Source: an optimization exercise on an open RTL-to-GDS flow (aim: small area and a short achievable clock period). Production flows keep margins and buffers that such runs may drop. Function was checked by simulation only, so behaviour that the tests miss may differ from the original.

==> flow/design.v (outline; a module is shown in full before it is edited, if it fits) <==
// module grad_top: 1826 lines
module grad_top (
    input  wire logic        clk,
    input  wire logic        rst,
    input  wire logic        in_valid,
    input  wire logic        sof,
    input  wire logic [7:0]  pixel,
    output logic             out_valid,
    output logic [32:0]      grad
);
  // ...
==> flow/run.sh <==
#!/bin/bash
# synth_recipe.tcl (not shown) runs the flow's synth.tcl, then flattens the netlist and writes it again
# the make line also repeats each setting of config.mk as NAME=value (left out here)
make -C /OpenROAD-flow-scripts/flow DESIGN_CONFIG=/design/flow/config.mk WORK_HOME=/design/flow/orfs CLKGATE_MAP_FILE= SYNTH_SCRIPT=/design/flow/synth_recipe.tcl finish
==> flow/config.mk <==
export PLATFORM = sky130hd
export DESIGN_NAME = grad_top
export DESIGN_NICKNAME = grad_top
export VERILOG_FILES = /design/flow/design.v
export SDC_FILE = /design/flow/constraint.sdc
export NUM_CORES = 4
export LEC_CHECK = 0
export CAP_MARGIN = 20
export CORE_MARGIN = 2
export CORE_UTILIZATION = 65
export SLEW_MARGIN = 20
==> flow/constraint.sdc <==
create_clock -name core_clock -period 26.0 [get_ports {clk}]
set_input_delay 5.2000 -clock core_clock [delete_from_list [all_inputs] [get_ports {clk}]]
set_output_delay 5.2000 -clock core_clock [all_outputs]
set_load 0.01 [all_outputs]
==> qor.yml, run 1 <==
route:
  vias: 19660
  top_layer_used: "met4"
  wl_per_cell_um: 16.95
global_routing:
  grtUsageMet2_pct: 42.70
worst_hold_path:
  hold_path_end: "p4_srad[0]"
logic_synthesis:
  synthesis.area_um2: 30400
  synth_compound_area_share_pct: 12.40
  ys_seq_area_share_pct: 49.66
  synthTopCellsByCount: "dfxtp_1 (358), edfxtp_1 (264), ha_1 (260)"
  synthCells: 2721
  synth_nets: 3065
  synthTopCellsByArea: "edfxtp_1 (26%), dfxtp_1 (24%), ha_1 (11%)"
  yosysUniqueCellTypes: 93
  synthAdderAreaFrac_pct: 15.44
layout:
  buf_share_pct: 1.522
  inverters: 260
  post_layout_nonfiller_instances: 3458
  n_all_buffers: 53
  sh_seq_area_pct: 45.01
  diodes: 0
  final_cell_mix: "dfxtp_1 (357), edfxtp_1 (264), ha_1 (260), inv_1 (259), nor2_1 (212)"
  largest_registers: "sr (264), grad (33)"
  finalNetCount: 3147
worst_setup_path:
  rr_worst_depth: 23
  critPathKind: "reg -> reg"
  critPathTopFamily: "compound AO/OA/AOI/OAI gates"
  arrival_ps: 7250
  worst_path_largest_cell_delay_ps: 460
  cp_num_buf_inv: 1
placed_design:
  place_inst: 3348
  gp_congestion: 0.8675
  io_buffers: 45
floorplanning:
  tap_cells: 607
  start_util_pct: 65.57
outcome:
  outcome: "timing/DRC/antenna clean"
sta:
  post-route-period-util_pct: 25.98
  max_freq_mhz: 148.0
  finalHoldViolations: 0
  worst_slew_pin_slew_ps: 1080
clocking:
  cts_tree: "yes"
  cts-buffers-inserted: 60
==> run 2, diff against run 1 <==
--- a/flow/config.mk
+++ b/flow/config.mk
@@ -8,4 +8,6 @@
 export CAP_MARGIN = 20
 export CORE_MARGIN = 2
 export CORE_UTILIZATION = 65
+export CTS_BUF_LIST = sky130_fd_sc_hd__clkbuf_8
+export CTS_CLUSTER_SIZE = 30
 export SLEW_MARGIN = 20
==> run 2 against run 1 <==
  * Largest cell class unchanged
  * Core utilization rose by 0.11 points
  * Critical path depth fell by 22
  * Setup slack improved by 22 ps
  * First-iteration DRC count fell by 6.1%
  * Clock skew rose by 17 ps
==> qor.yml, run 2 <==
outcome:
  outcome: "timing/DRC/antenna clean"  # unchanged
floorplanning:
  die_h_um: 220.2  # unchanged
  top_level_ports: 46  # unchanged
  die_area_um2: 48510  # unchanged
  rows: 79  # unchanged
  start_util_pct: 65.57  # unchanged
  die_x_um: 220.2  # unchanged
  coreArea_um2: 46360  # unchanged
clocking:
  cts-root-buf: "clkbuf_8"  # was clkbuf_16
  clockBufferDepth: 3  # unchanged
  clk_pin_slew_ps: 70  # was 60 ps
  cts_resized: 0  # unchanged
  cts.sinks: 622  # unchanged
  cts-buffers-inserted: 96  # was 60
  htree_num_levels: 3  # was 2
  worstSkewPairLatency_ps: 700  # was 620 ps
  ctsHoldBuffers: 0  # unchanged
  cts_tree: "yes"  # unchanged
  cts_setup_buffers: 0  # unchanged
placed_design:
  dp_hpwl_um: 41720  # unchanged
  place_ws_ps: 19150  # unchanged
  gp_congestion: 0.8675  # unchanged
  io_buffers: 45  # unchanged
global_routing:
  grt_max_degree: 92  # unchanged
  grt_overflow: 0  # unchanged
  antenna_found_initial: 1  # was 0
  grt_util_all_layers_pct: 23.78  # was 24.30%
  grt_pass1_wl_um: 93180  # was 95230 um
  grt_pass1_vias: 19640  # was 19.50k
layout:
  nFillCells: 3252  # was 3232
  largest_register_ffs: 264  # unchanged
  regMostFlops: "sr"  # unchanged
  diodes: 0  # unchanged
  largest_registers: "sr (264), grad (33)"  # unchanged
  layout-area-overhead-vs-synth_pct: 10.51  # was 10.35%
  fin_util_pct: 72.46  # was 72.35%
  drive_gt1_share_pct: 8.767  # was 7.226%
  finalNetCount: 3183  # was 3147
  final_cell_mix: "dfxtp_1 (357), inv_1 (282), edfxtp_1 (264), ha_1 (260), nor2_1 (212)"  # was dfxtp_1 (357), edfxtp_1 (264), ha_1 (260), inv_1 (259), nor2_1 (212)
  layout_commonest_cell: "dfxtp_1"  # unchanged
logic_synthesis:
  synthCells: 2721  # unchanged
  ys_seq_area_share_pct: 49.66  # unchanged
  synth_top_area_share_pct: 26.08  # unchanged
  synth.most_common_cell: "dfxtp_1"  # unchanged
  synthTopCellsByArea: "edfxtp_1 (26%), dfxtp_1 (24%), ha_1 (11%)"  # unchanged
  synthTopCellsByCount: "dfxtp_1 (358), edfxtp_1 (264), ha_1 (260)"  # unchanged
  ys_seq_elements: 622  # unchanged
  yosysWarnings: 2  # unchanged
  yosysUniqueCellTypes: 93  # unchanged
  avgSynthCellArea_um2: 11.17  # unchanged
  synth_top_area_cell: "edfxtp_1"  # unchanged
  async_flop_share_pct: 0  # unchanged
  synth_edf_count: 264  # unchanged
  synth_nets: 3065  # unchanged
  synthFlopType: "dfxtp_1"  # unchanged
  synthesis.area_um2: 30400  # unchanged
worst_setup_path:
  cp_num_buf_inv: 1  # unchanged
  path_cells: "clkdlybuf4s50_1"  # was inv_1, ha_1, nor2b_1, o31a_1, o31ai_2, nand2_1, a21oi_1, ha_1, a21oi_1, nor2b_1, a311oi_1, a21bo_2, nor2_1, o21ai_0, ha_1, o21a_1, o31a_1, o31a_1, o31ai_1, nand4b_1, nor3_1, nor2_2, mux2_2
  critPathCaptureType: "output port"  # was flop
  critPathSlowestCell: "clkdlybuf4s50_1"  # was nor2_1
  worst_path_largest_cell_delay_ps: 550  # was 460 ps
  cp-start-kind: "flop"  # unchanged
  critPathKind: "reg -> out"  # was reg -> reg
  critPathTopFamily: "buffers and inverters"  # was compound AO/OA/AOI/OAI gates
  cp_max_fo: 1  # was 8
  crit_required_ps: 20800  # was 26500 ps
  arrival_ps: 1530  # was 7250 ps
sta:
  tns_ps: 0  # unchanged
  max_freq_mhz: 148.5  # was 148.0 MHz
  whs_ps: 313.3  # was 322.3 ps
  finalHoldViolations: 0  # unchanged
  finalSetupViolations: 0  # unchanged
  rsz0062_at_grt: "false"  # unchanged
  relSlewSlack_pct: 28.94  # was 27.91%
  slew_violations: 0  # unchanged
  period_needed_ps: 6733  # was 6755 ps
  skew_ps: 31.85  # was 15.28 ps
  worst_slew_pin_slew_ps: 1064  # was 1080 ps
  setup_slack_ps: 19270  # was 19250 ps
  post-route-period-util_pct: 25.90  # was 25.98%
route:
  drtIter0Drc: 974  # was 1037
  antenna_left: 0  # unchanged
  avgViaCountPerCell: 5.600  # was 5.684
  dr.pass1.iters: 7  # was 5
  vias: 19750  # was 19.66k
  drt_wl_total_um: 56940  # was 58610 um
  drc: 0  # unchanged
  wl_per_cell_um: 16.14  # was 16.95 um
job:
  cap_violations: 0  # unchanged
worst_hold_path:
  holdCritPathClass: "reg -> reg"  # unchanged
run 2: changes by cell type in the layout (fill, tap and decap cells not counted), moves of 3 or more:
cell,previous run,this run
bufinv_16,8,5
clkbuf_1,7,0
clkbuf_16,60,0
clkbuf_8,5,117
clkinv_1,9,12
inv_1,259,282
inv_12,0,3
run 2: per-stage QoR:
step	instance area [um^2]	instances
finish	33590	3527
global route	33590	3527
CTS	33580	3527
detailed placement	31510	3348
global placement	31510	3348
floorplan	30400	2721
run 2: path summary, 6_finish.rpt:
path                                  from          to  slack (ps)  depth (start not counted)
worst min register to register  p2_dquo[1]  p3_dquo[4]         310                          0
worst min-delay path            p2_dquo[1]  p3_dquo[4]         310                          0
worst max register to register   p3_dsr[6]  p4_drem[5]       19330                         22
worst max-delay path              grad[13]    grad[13]       19270                          1
run 2: area by class of cell:
class	count	area (um^2)	area share [%]
clock inverters	62	461.7	1.374
repair buffers	53	510.5	1.520
inverters	260	975.9	2.905
flip-flops and latches	622	15100	44.95
well taps	607	759.5	2.261
clock buffers	117	1610	4.794
multi-input cells	1806	14170	42.20
run 2: cell families after synthesis:
logic type / count (synthesis) / synth area share, %
AO/OA/AOI/OAI: 565 / 12.40
AND/OR/NAND/NOR: 640 / 10.33
other: 1 / 0.01234
adder cells (fa/ha/maj): 332 / 15.44
flip-flops: 622 / 49.66
multiplexers: 109 / 3.845
XOR/XNOR: 159 / 4.582
buffers and inverters: 293 / 3.725
run 2: routing by layer:
metal / share of wire (%) / vias up / track usage (%)
met5: 0.021 / - / 0
li1: - / 9874 / -
met4: 2.4 / 2 / 7.852
met1: 45 / 9400 / 30.31
met2: 49 / 355 / 41.03
met3: 3.5 / 121 / 4.316

[port drivers added, routing unchanged]
The flow's constraints put no driver on any port. The routed layouts listed below were extracted and timed again, unchanged, in two steps.
Step 1 sets driving cells, clkbuf_16 on the clock port and buf_2 on the other inputs (assumed; they add their load-dependent delay and slew).
Step 2, shift: input delay + t, output delay - t, t = (earliest + latest rising clock arrival at the registers) / 2. This alone moves slack from input paths to output paths.
Slacks: no drivers / after step 1 / after step 2; pairs: no drivers / after step 1.
run	t (ns)	setup WS [ns]	latest minus earliest clock arrival (ns)	worst data-port slew with drivers (ns)
run 1	0.669	19.245 / 19.245 / 19.245	0.019 / 0.020	0.04
run 2	0.736	19.267 / 19.210 / 19.333	0.035 / 0.035	0.03
After both steps setup and hold are still met in every run listed.
